What follows belongs to an exercise in optimizing a design on an open flow for small area and a short achievable clock period; a production flow would make more cautious choices. In this exercise RTL edits were held to simulation tests only and were not proved equivalent to the original. No driver is modelled on the clock port, so clock power and skew are understated where the tree is cut down; a real chip needs a root buffer or a tree. Power and IR drop assume default switching activity.

==> inputs of wip/lagoon <==
Design sysTop, start of the top module:
module sysTop (
    input  wire  REF_CLK,
    input  wire  rstN,
    input  wire  rxIn,
    output logic txOut,
    output logic parityError,
    output logic stopError
);
Settings: LEC_CHECK=0, CAP_MARGIN=20, CORE_MARGIN=2, CORE_UTILIZATION=65, SLEW_MARGIN=20; clock period 30.0 ns.
standard.sh (not shown) runs the stock make flow with config.mk's settings and CLKGATE_MAP_FILE= SYNTH_SCRIPT=/design/flow/synth_recipe.tcl, a recipe that flattens the netlist after the stock synthesis.
==> flow/flow/run.sh <==
#!/bin/bash
# Standard ORFS layout (the standard.sh) with three changes to how the
# layout is made; the design, clock period and constraints are unchanged:
#  - port buffers use buf_2 instead of the default delay cell;
#  - the clock is distributed by flow/cts.tcl: the clock port drives four
#    clkbuf_8, each driving two clkbuf_16 that each drive an eighth of the
#    flip-flops (balanced, one level less than TritonCTS builds here);
#  - repair_timing works on every path slower than 6.6 ns, not only on
#    paths that fail the 30 ns clock.
# All tool output goes to standard_flow.log and ORFS's own logs.
set -euo pipefail
here=$(pwd)
export BUFFER_PORTS_ARGS="-buffer_cell sky130_fd_sc_hd__buf_2"
export PRE_CTS_TCL="$here/flow/cts.tcl"
export FLAT_L1_CELL=sky130_fd_sc_hd__clkbuf_8
export FLAT_L2_CELL=sky130_fd_sc_hd__clkbuf_16
export FLAT_DEPTH=3
export SETUP_SLACK_MARGIN=23.4
bash standard.sh finish > standard_flow.log 2>&1
==> flow/flow/cts.tcl <==
# Clock distribution with two buffer levels: the clock port drives four
# first-level buffers, each of which drives a quarter of the second-level
# buffers (FLAT_DEPTH 3: 8, 4: 16), each driving an equal share of the flip-flops (split by position, alternating
# median cuts in x and y). This replaces clock_tree_synthesis.
rename clock_tree_synthesis orfs_clock_tree_synthesis

proc flat_split {sinks axis depth} {
  if {$depth == 0} { return [list $sinks] }
  set idx [expr {$axis == 0 ? 1 : 2}]
  set s [lsort -integer -index $idx $sinks]
  set h [expr {[llength $s] / 2}]
  set a [lrange $s 0 [expr {$h - 1}]]
  set b [lrange $s $h end]
  return [concat [flat_split $a [expr {1 - $axis}] [expr {$depth - 1}]] \
                 [flat_split $b [expr {1 - $axis}] [expr {$depth - 1}]]]
}

proc flat_buf {block master name cx cy innet} {
  set inst [odb::dbInst_create $block $master $name]
  $inst setLocation [expr {$cx - [$master getWidth] / 2}] [expr {$cy - [$master getHeight] / 2}]
  $inst setPlacementStatus PLACED
  set net [odb::dbNet_create $block "${name}_net"]
  $net setSigType CLOCK
  [$inst findITerm A] connect $innet
  [$inst findITerm X] connect $net
  return $net
}

proc clock_tree_synthesis {args} {
  set block [ord::get_db_block]
  set db [ord::get_db]
  set clk [$block findNet REF_CLK]
  set sinks {}
  foreach it [$clk getITerms] {
    if {[[$it getMTerm] getName] eq "CLK"} {
      set bb [[$it getInst] getBBox]
      lappend sinks [list $it [expr {([$bb xMin] + [$bb xMax]) / 2}] [expr {([$bb yMin] + [$bb yMax]) / 2}]]
    }
  }
  set depth [expr {[info exists ::env(FLAT_DEPTH)] ? $::env(FLAT_DEPTH) : 3}]
  set groups [flat_split $sinks 0 $depth]
  set per [expr {[llength $groups] / 4}]
  set m1 [$db findMaster $::env(FLAT_L1_CELL)]
  set m2 [$db findMaster $::env(FLAT_L2_CELL)]
  set cent {}
  foreach grp $groups {
    set sx 0
    set sy 0
    foreach s $grp {
      set sx [expr {$sx + [lindex $s 1]}]
      set sy [expr {$sy + [lindex $s 2]}]
    }
    lappend cent [list [expr {$sx / [llength $grp]}] [expr {$sy / [llength $grp]}]]
  }
  for {set i 0} {$i < 4} {incr i} {
    set mx 0
    set my 0
    for {set j [expr {$per * $i}]} {$j < $per * ($i + 1)} {incr j} {
      set mx [expr {$mx + [lindex $cent $j 0]}]
      set my [expr {$my + [lindex $cent $j 1]}]
    }
    set n1 [flat_buf $block $m1 "clkbuf_l1_$i" [expr {$mx / $per}] [expr {$my / $per}] $clk]
    for {set j [expr {$per * $i}]} {$j < $per * ($i + 1)} {incr j} {
      set c [lindex $cent $j]
      set n2 [flat_buf $block $m2 "clkbuf_l2_$j" [lindex $c 0] [lindex $c 1] $n1]
      foreach s [lindex $groups $j] {
        set it [lindex $s 0]
        $it disconnect
        $it connect $n2
      }
      puts "clock: leaf $j drives [llength [lindex $groups $j]] sinks"
    }
  }
  global_connect
}
==> wip/onyx (differences from wip/lagoon) <==
--- a/flow/design.v
+++ b/flow/design.v
@@ -94,14 +94,15 @@
     localparam logic [4:0] ST_PF   = 5'd7;
     localparam logic [4:0] ST_TXA  = 5'd24;
     localparam logic [4:0] ST_TXB  = 5'd25;
     localparam logic [4:0] ST_AND  = 5'd20;
     logic [3:0]   ph;
     logic [4:0]   st;
     logic [3:0]   k;
+    logic [3:0]   addr;
     logic [7:0]   H;
     logic         C;
     logic [127:0] ring;
     wire [7:0] T    = ring[7:0];
     wire [2:0] fn   = st[2:0];
     wire       ph15 = (ph == 4'd15);
     logic [3:0] phInc, kInc;
@@ -114,16 +115,16 @@
         end
         cy = 1'b1;
         for (int i = 0; i < 4; i++) begin
             kInc[i] = k[i] ^ cy;
             cy      = cy & k[i];
         end
     end
-    logic       inv, cin;
-    wire  [7:0] X = T ^ {8{inv}};
+    logic       xen, inv, cin;
+    wire  [7:0] X = (T & {8{xen}}) ^ {8{inv}};
     logic [7:0] sum;
     logic       co;
     always_comb begin
         logic cy;
         cy = cin;
         for (int i = 0; i < 8; i++) begin
             sum[i] = H[i] ^ X[i] ^ cy;
@@ -143,42 +144,44 @@
     logic       wp;
     logic [7:0] wdat;
     logic [2:0] cm;         
     logic       txLd;
     logic       txBit;
     logic [4:0] st_n;
     logic [3:0] k_n;
+    logic [3:0] addr_n;
     logic       last;
     localparam logic [2:0] CM_HOLD = 3'd0;
     localparam logic [2:0] CM_CO = 3'd1;   
     localparam logic [2:0] CM_PO = 3'd2;   
     localparam logic [2:0] CM_PX = 3'd3;   
     localparam logic [2:0] CM_DS   = 3'd4;   
     localparam logic [1:0] H7_0   = 2'd0;
     localparam logic [1:0] H7_C   = 2'd1;
     localparam logic [1:0] H7_ROT = 2'd2;
-    localparam logic [1:0] H7_CS  = 2'd3;
     wire divQ = S[0] ^ C ^ co;    
     always_comb begin
+        xen    = 1'b0;
         inv    = 1'b0;
         cin    = 1'b0;
         lH     = 1'b0;
         shH    = 1'b0;
         shS    = 1'b0;
         h7     = H7_0;
         sin    = H[0];
         dop    = 1'b0;
-        wen    = wp && ph == k;
+        wen    = wp && ph == addr;
         wpSet  = 1'b0;
         wdat   = S;
         cm     = CM_HOLD;
         txLd   = 1'b0;
         txBit  = 1'b1;
         st_n   = st;
         k_n    = k;
+        addr_n = addr;
         last   = 1'b0;
         case (st)
             ST_CLR: begin
                 wen  = 1'b1;
                 wdat = {7'd0, ph == 4'd2};
                 shH  = 1'b1;
                 if (ph15) st_n = ST_P0;
@@ -192,48 +195,50 @@
                         8'hDD:   st_n = ST_PF;
                         default: st_n = ST_P0;
                     endcase
                 end
             end
             ST_PWA: begin
                 if (acc) begin
-                    k_n    = S[3:0];
+                    addr_n = S[3:0];
                     st_n   = ST_PWD;
                 end
             end
             ST_PWD: begin
                 if (acc) begin
                     wpSet = 1'b1;
                     st_n  = ST_P0;
                 end
             end
             ST_PRA: begin
                 if (acc) begin
+                    addr_n = S[3:0];
                     st_n   = ST_RD;
                     k_n    = 4'd0;
                 end
             end
             ST_PX: begin
                 if (acc) begin
                     wpSet  = 1'b1;
-                    k_n    = 4'd0;
+                    addr_n = 4'd0;
                     st_n   = ST_PY;
                 end
             end
             ST_PY: begin
                 if (acc) begin
                     wpSet  = 1'b1;
-                    k_n    = 4'd1;
+                    addr_n = 4'd1;
                     st_n   = ST_PF;
                 end
             end
             ST_PF: begin
                 if (acc) begin
                     st_n   = {2'b10, S[2:0]};
                     k_n    = 4'd0;
+                    addr_n = 4'd1;
                 end
             end
             ST_TXA, ST_TXB: begin
                 if (ph15) begin
                     txLd = 1'b1;
                     if (k == 4'd0) begin
                         txBit = 1'b0;
@@ -247,56 +252,63 @@
                         txBit = ~pe | C;
                     end
                 end
                 last = (k == {3'b101, pe});
             end
             default: begin
                 if ((st[4] && !st[3]) || st == ST_RD) begin
-                    if (k == 4'd1 && ph == ((st == ST_RD) ? S[3:0] : 4'd1)) begin
+                    if (k == 4'd1 && ph == addr) begin
                         lH  = 1'b1;
+                        xen = 1'b1;
                         inv = st[4] && fn == 3'd3;
                         cin = st[4] && fn == 3'd3;
                         if (st[4] && fn == 3'd3 && co) st_n = ST_AND;
                     end
                     if (k == 4'd2 && !ph[3]) begin
                         shH = 1'b1;
                         shS = 1'b1;
                     end
                     last = (k == 4'd2);
                 end
                 if (st[4] && !st[3]) begin
                     if (ph == 4'd0 && (k == 4'd3 || (fn == 3'd2 && k >= 4'd3))) begin
-                        lH  = (fn == 3'd2) ? S[0] : 1'b1;
+                        lH  = 1'b1;
+                        xen = (fn == 3'd2) ? S[0] : 1'b1;
                         cm  = CM_CO;
                     end
                     case (fn)
                         3'd0, 3'd1, 3'd7: begin
                             if (k == 4'd3) begin
                                 if (ph == 4'd1) begin
                                     lH  = 1'b1;
+                                    xen = 1'b1;
                                     inv = (fn != 3'd0);
                                     cin = (fn == 3'd1);
                                     cm  = CM_CO;
                                 end
                                 if (ph >= 4'd2 && ph <= 4'd9) begin
                                     shH = 1'b1;
                                     shS = 1'b1;
-                                    if (fn == 3'd1 || (fn == 3'd0 && ph == 4'd2)) h7 = H7_C;
                                     if (fn == 3'd7) begin
                                         sin = (ph == 4'd2) ? ~ho : ((ph == 4'd3) ? C : 1'b0);
                                     end
                                 end
+                                if (ph == 4'd10 && fn != 3'd7) begin
+                                    lH  = 1'b1;
+                                    inv = fn[0] & C;
+                                    cin = ~fn[0] & C;
+                                end
                             end
                             last = (k == 4'd3);
                         end
                         3'd2: begin
                             if (k >= 4'd3 && ph == 4'd1) begin
                                 shH = 1'b1;
                                 shS = 1'b1;
-                                h7  = H7_CS;
+                                h7  = H7_C;
                             end
                             last = (k == 4'd10);
                         end
                         3'd3: begin
                             if (k == 4'd3 && ph >= 4'd1 && ph <= 4'd8) begin
                                 shH = 1'b1;
                                 shS = 1'b1;
@@ -306,14 +318,15 @@
                                 (k >= 4'd5 && k <= 4'd11 && ph >= 4'd2) ||
                                 (k >= 4'd6 && k <= 4'd12 && ph == 4'd0)) begin
                                 shH = 1'b1;
                                 shS = 1'b1;
                                 h7  = H7_ROT;
                             end
                             if (k >= 4'd5 && ph == 4'd1) begin
+                                xen = 1'b1;
                                 inv = ~C;
                                 cin = ~C;
                                 lH  = 1'b1;
                                 dop = 1'b1;
                                 cm  = CM_DS;
                             end
                             if (k == 4'd12 && ph >= 4'd2 && ph <= 4'd9) shH = 1'b1;
@@ -355,29 +368,25 @@
             ph <= phInc;
             st <= st_n;
             if (txLd) txN <= ~txBit;
         end
     end
     always_ff @(posedge REF_CLK) begin
         k    <= k_n;
-        wp   <= wpSet | (wp & ~(ph == k) & (st != ST_CLR));
+        addr <= addr_n;
+        wp   <= wpSet | (wp & ~(ph == addr) & (st != ST_CLR));
         ring <= {wen ? wdat : ring[7:0], ring[127:8]};
         if (wen && ph == 4'd2) begin
             pe <= wdat[0];
             po <= wdat[1];
         end
         if (lH) begin
             H <= sum;
         end else if (shH) begin
-            case (h7)
-                H7_C:    H <= {C, H[7:1]};
-                H7_ROT:  H <= {S[0], H[7:1]};
-                H7_CS:   H <= {C & S[0], H[7:1]};
-                default: H <= {1'b0, H[7:1]};
-            endcase
+            H <= {(h7 == H7_C) ? C : ((h7 == H7_ROT) ? S[0] : 1'b0), H[7:1]};
         end
         if (rxShift) begin
             S <= {s1, S[7:1]};
         end else if (shS) begin
             S <= {sin, S[7:1]};
         end else if (dop) begin
             S[0] <= divQ;
==> wip/juniper (differences from wip/lagoon) <==
--- a/flow/design.v
+++ b/flow/design.v
@@ -273,58 +273,57 @@
                             if (k == 4'd3) begin
                                 if (ph == 4'd1) begin
                                     lH  = 1'b1;
                                     inv = (fn != 3'd0);
                                     cin = (fn == 3'd1);
                                     cm  = CM_CO;
                                 end
-                                if (ph >= 4'd2 && ph <= 4'd9) begin
+                                if (ph[3]) begin
                                     shH = 1'b1;
                                     shS = 1'b1;
-                                    if (fn == 3'd1 || (fn == 3'd0 && ph == 4'd2)) h7 = H7_C;
+                                    if (fn == 3'd1 || (fn == 3'd0 && ph == 4'd8)) h7 = H7_C;
                                     if (fn == 3'd7) begin
-                                        sin = (ph == 4'd2) ? ~ho : ((ph == 4'd3) ? C : 1'b0);
+                                        sin = (ph == 4'd8) ? ~ho : ((ph == 4'd9) ? C : 1'b0);
                                     end
                                 end
                             end
                             last = (k == 4'd3);
                         end
                         3'd2: begin
                             if (k >= 4'd3 && ph == 4'd1) begin
                                 shH = 1'b1;
                                 shS = 1'b1;
                                 h7  = H7_CS;
                             end
                             last = (k == 4'd10);
                         end
                         3'd3: begin
-                            if (k == 4'd3 && ph >= 4'd1 && ph <= 4'd8) begin
+                            if (k == 4'd3 && ph[3]) begin
                                 shH = 1'b1;
                                 shS = 1'b1;
                             end
-                            if ((k == 4'd3 && ph >= 4'd9) ||
-                                (k == 4'd4 && ph != 4'd1 && ph <= 4'd8) ||
-                                (k >= 4'd5 && k <= 4'd11 && ph >= 4'd2) ||
+                            if ((k >= 4'd4 && k <= 4'd11 && ph >= 4'd2) ||
+                                (k == 4'd4 && ph == 4'd0) ||
                                 (k >= 4'd6 && k <= 4'd12 && ph == 4'd0)) begin
                                 shH = 1'b1;
                                 shS = 1'b1;
                                 h7  = H7_ROT;
                             end
                             if (k >= 4'd5 && ph == 4'd1) begin
                                 inv = ~C;
                                 cin = ~C;
                                 lH  = 1'b1;
                                 dop = 1'b1;
                                 cm  = CM_DS;
                             end
-                            if (k == 4'd12 && ph >= 4'd2 && ph <= 4'd9) shH = 1'b1;
+                            if (k == 4'd12 && ph[3]) shH = 1'b1;
                             last = (k == 4'd12);
                         end
                         default: begin
-                            if (k == 4'd3 && ph >= 4'd1 && ph <= 4'd8) begin
+                            if (k == 4'd3 && ph[3]) begin
                                 shH = 1'b1;
                                 shS = 1'b1;
                                 sin = (fn[1:0] == 2'd0) ? (H[0] & S[0]) :
                                       (fn[1:0] == 2'd1) ? (H[0] | S[0]) : (H[0] ^ S[0]);
                             end
                             last = (k == 4'd3);
                         end
==> flow/flow/run.sh (replaced) <==
#!/bin/bash
# Standard ORFS layout (the standard.sh) with three changes to how the
# layout is made; the design, clock period and constraints are unchanged:
#  - port buffers use buf_2 instead of the default delay cell;
#  - the clock is distributed by flow/cts.tcl instead of TritonCTS: the
#    clock port drives two clkbuf_8, each driving three clkbuf_16, each of
#    which drives a sixth of the flip-flops (balanced, two levels);
#  - repair_timing works on every path slower than 6.85 ns, not only on
#    paths that fail the 30 ns clock.
# All tool output goes to standard_flow.log and ORFS's own logs.
set -euo pipefail
here=$(pwd)
export BUFFER_PORTS_ARGS="-buffer_cell sky130_fd_sc_hd__buf_2"
export PRE_CTS_TCL="$here/flow/cts.tcl"
export FLAT_L1_CELL=sky130_fd_sc_hd__clkbuf_8
export FLAT_L2_CELL=sky130_fd_sc_hd__clkbuf_16
export FLAT_N1=2
export FLAT_F=3
export SETUP_SLACK_MARGIN=23.15
bash standard.sh finish > standard_flow.log 2>&1
==> flow/flow/cts.tcl (replaced) <==
rename clock_tree_synthesis orfs_clock_tree_synthesis

proc flat_chunks {lst n} {
  set out {}
  set len [llength $lst]
  for {set i 0} {$i < $n} {incr i} {
    set a [expr {($len * $i) / $n}]
    set b [expr {($len * ($i + 1)) / $n - 1}]
    lappend out [lrange $lst $a $b]
  }
  return $out
}

proc flat_buf {block master name cx cy innet} {
  set inst [odb::dbInst_create $block $master $name]
  $inst setLocation [expr {$cx - [$master getWidth] / 2}] [expr {$cy - [$master getHeight] / 2}]
  $inst setPlacementStatus PLACED
  set net [odb::dbNet_create $block "${name}_net"]
  $net setSigType CLOCK
  [$inst findITerm A] connect $innet
  [$inst findITerm X] connect $net
  return $net
}

proc flat_centre {pts} {
  set sx 0
  set sy 0
  foreach p $pts {
    set sx [expr {$sx + [lindex $p 1]}]
    set sy [expr {$sy + [lindex $p 2]}]
  }
  return [list [expr {$sx / [llength $pts]}] [expr {$sy / [llength $pts]}]]
}

proc clock_tree_synthesis {args} {
  set block [ord::get_db_block]
  set db [ord::get_db]
  set clk [$block findNet REF_CLK]
  set n1 $::env(FLAT_N1)
  set f $::env(FLAT_F)
  set sinks {}
  foreach it [$clk getITerms] {
    if {[[$it getMTerm] getName] eq "CLK"} {
      set bb [[$it getInst] getBBox]
      lappend sinks [list $it [expr {([$bb xMin] + [$bb xMax]) / 2}] [expr {([$bb yMin] + [$bb yMax]) / 2}]]
    }
  }
  set m1 [$db findMaster $::env(FLAT_L1_CELL)]
  set m2 [$db findMaster $::env(FLAT_L2_CELL)]
  set i 0
  foreach strip [flat_chunks [lsort -integer -index 1 $sinks] $n1] {
    set groups [flat_chunks [lsort -integer -index 2 $strip] $f]
    set cents {}
    foreach g $groups { lappend cents [concat x [flat_centre $g]] }
    set c1 [flat_centre $cents]
    set net1 [flat_buf $block $m1 "clkbuf_l1_$i" [lindex $c1 0] [lindex $c1 1] $clk]
    set j 0
    foreach g $groups {
      set c [lindex $cents $j]
      set net2 [flat_buf $block $m2 "clkbuf_l2_${i}_$j" [lindex $c 1] [lindex $c 2] $net1]
      foreach s $g {
        set it [lindex $s 0]
        $it disconnect
        $it connect $net2
      }
      puts "clock: buffer ${i}_$j drives [llength $g] flip-flops"
      incr j
    }
    incr i
  }
  global_connect
}
Settings changed: ABC_AREA set to 1.
==> summary of the runs <==
Final area, highest first: wip/onyx, wip/lagoon, wip/juniper. Against wip/lagoon, the power of wip/juniper is lower by 4.3%. Synthesized cell count, highest first: wip/juniper, wip/lagoon, wip/onyx. The highest die area belongs to wip/onyx, the lowest to wip/juniper. Global-route usage: wip/lagoon < wip/onyx < wip/juniper.
==> figures <==
|  | wip/juniper | wip/onyx | wip/lagoon |
|---|---|---|---|
| Wire length the detailed router placed on met1 | 5950 um | 5750 um | 5780 um |
| Fraction of synthesized cell area taken by the top area cell type | 41.9% | 40.5% | 40.9% |
| Xor/xnor cell area share of the yosys netlist | 2.76% | 2.66% | 3.09% |
| Pwr Density | 54.9 mW/mm2 | 56.5 mW/mm2 | 55.6 mW/mm2 |
| Status | timing/DRC/antenna clean | timing/DRC/antenna clean | timing/DRC/antenna clean |
| Count of inverters other than clock inverters in the layout | 86 | 23 | 23 |
| Met3 track utilization from global routing | 1.69% | 3.81% | 2.44% |
| Min Clock Period, post-route | 6.88 ns | 6.83 ns | 6.85 ns |
| Proportion of cell area occupied by multi-input gates | 32.1% | 35.5% | 36.3% |
| Worst-case reg-to-reg path depth | 27 | 21 | 20 |
| Sequential share of cell area | 57.3% | 56.6% | 55.6% |
No run of this note takes its clock network from TritonCTS; it comes from the design's own scripts or RTL.

afterwards: timing with drivers on the ports:
The flow's constraints put no driver on any port. The routed layouts listed below were extracted and timed again, unchanged, in two steps.
Step 1 assumes that a clkbuf_16 drives the clock port and a buf_2 every other input.
Step 2, shift: input delay + t, output delay - t, t = (earliest + latest rising clock arrival at the registers) / 2. This alone moves slack from input paths to output paths.
Slacks: ideal / step 1 / step 2; pairs: ideal / step 1.
run | t, ns | setup WS [ns] | worst setup path after step 2 | clock arrival spread, ns
wip/lagoon | 0.346 | 23.153 / 23.093 / 23.439 | register to output | 0.026 / 0.026
wip/onyx | 0.351 | 23.165 / 23.107 / 23.457 | register to output | 0.040 / 0.041
wip/juniper | 0.361 | 23.118 / 23.079 / 23.440 | register to output | 0.028 / 0.028
After both steps every run listed still meets setup and hold.
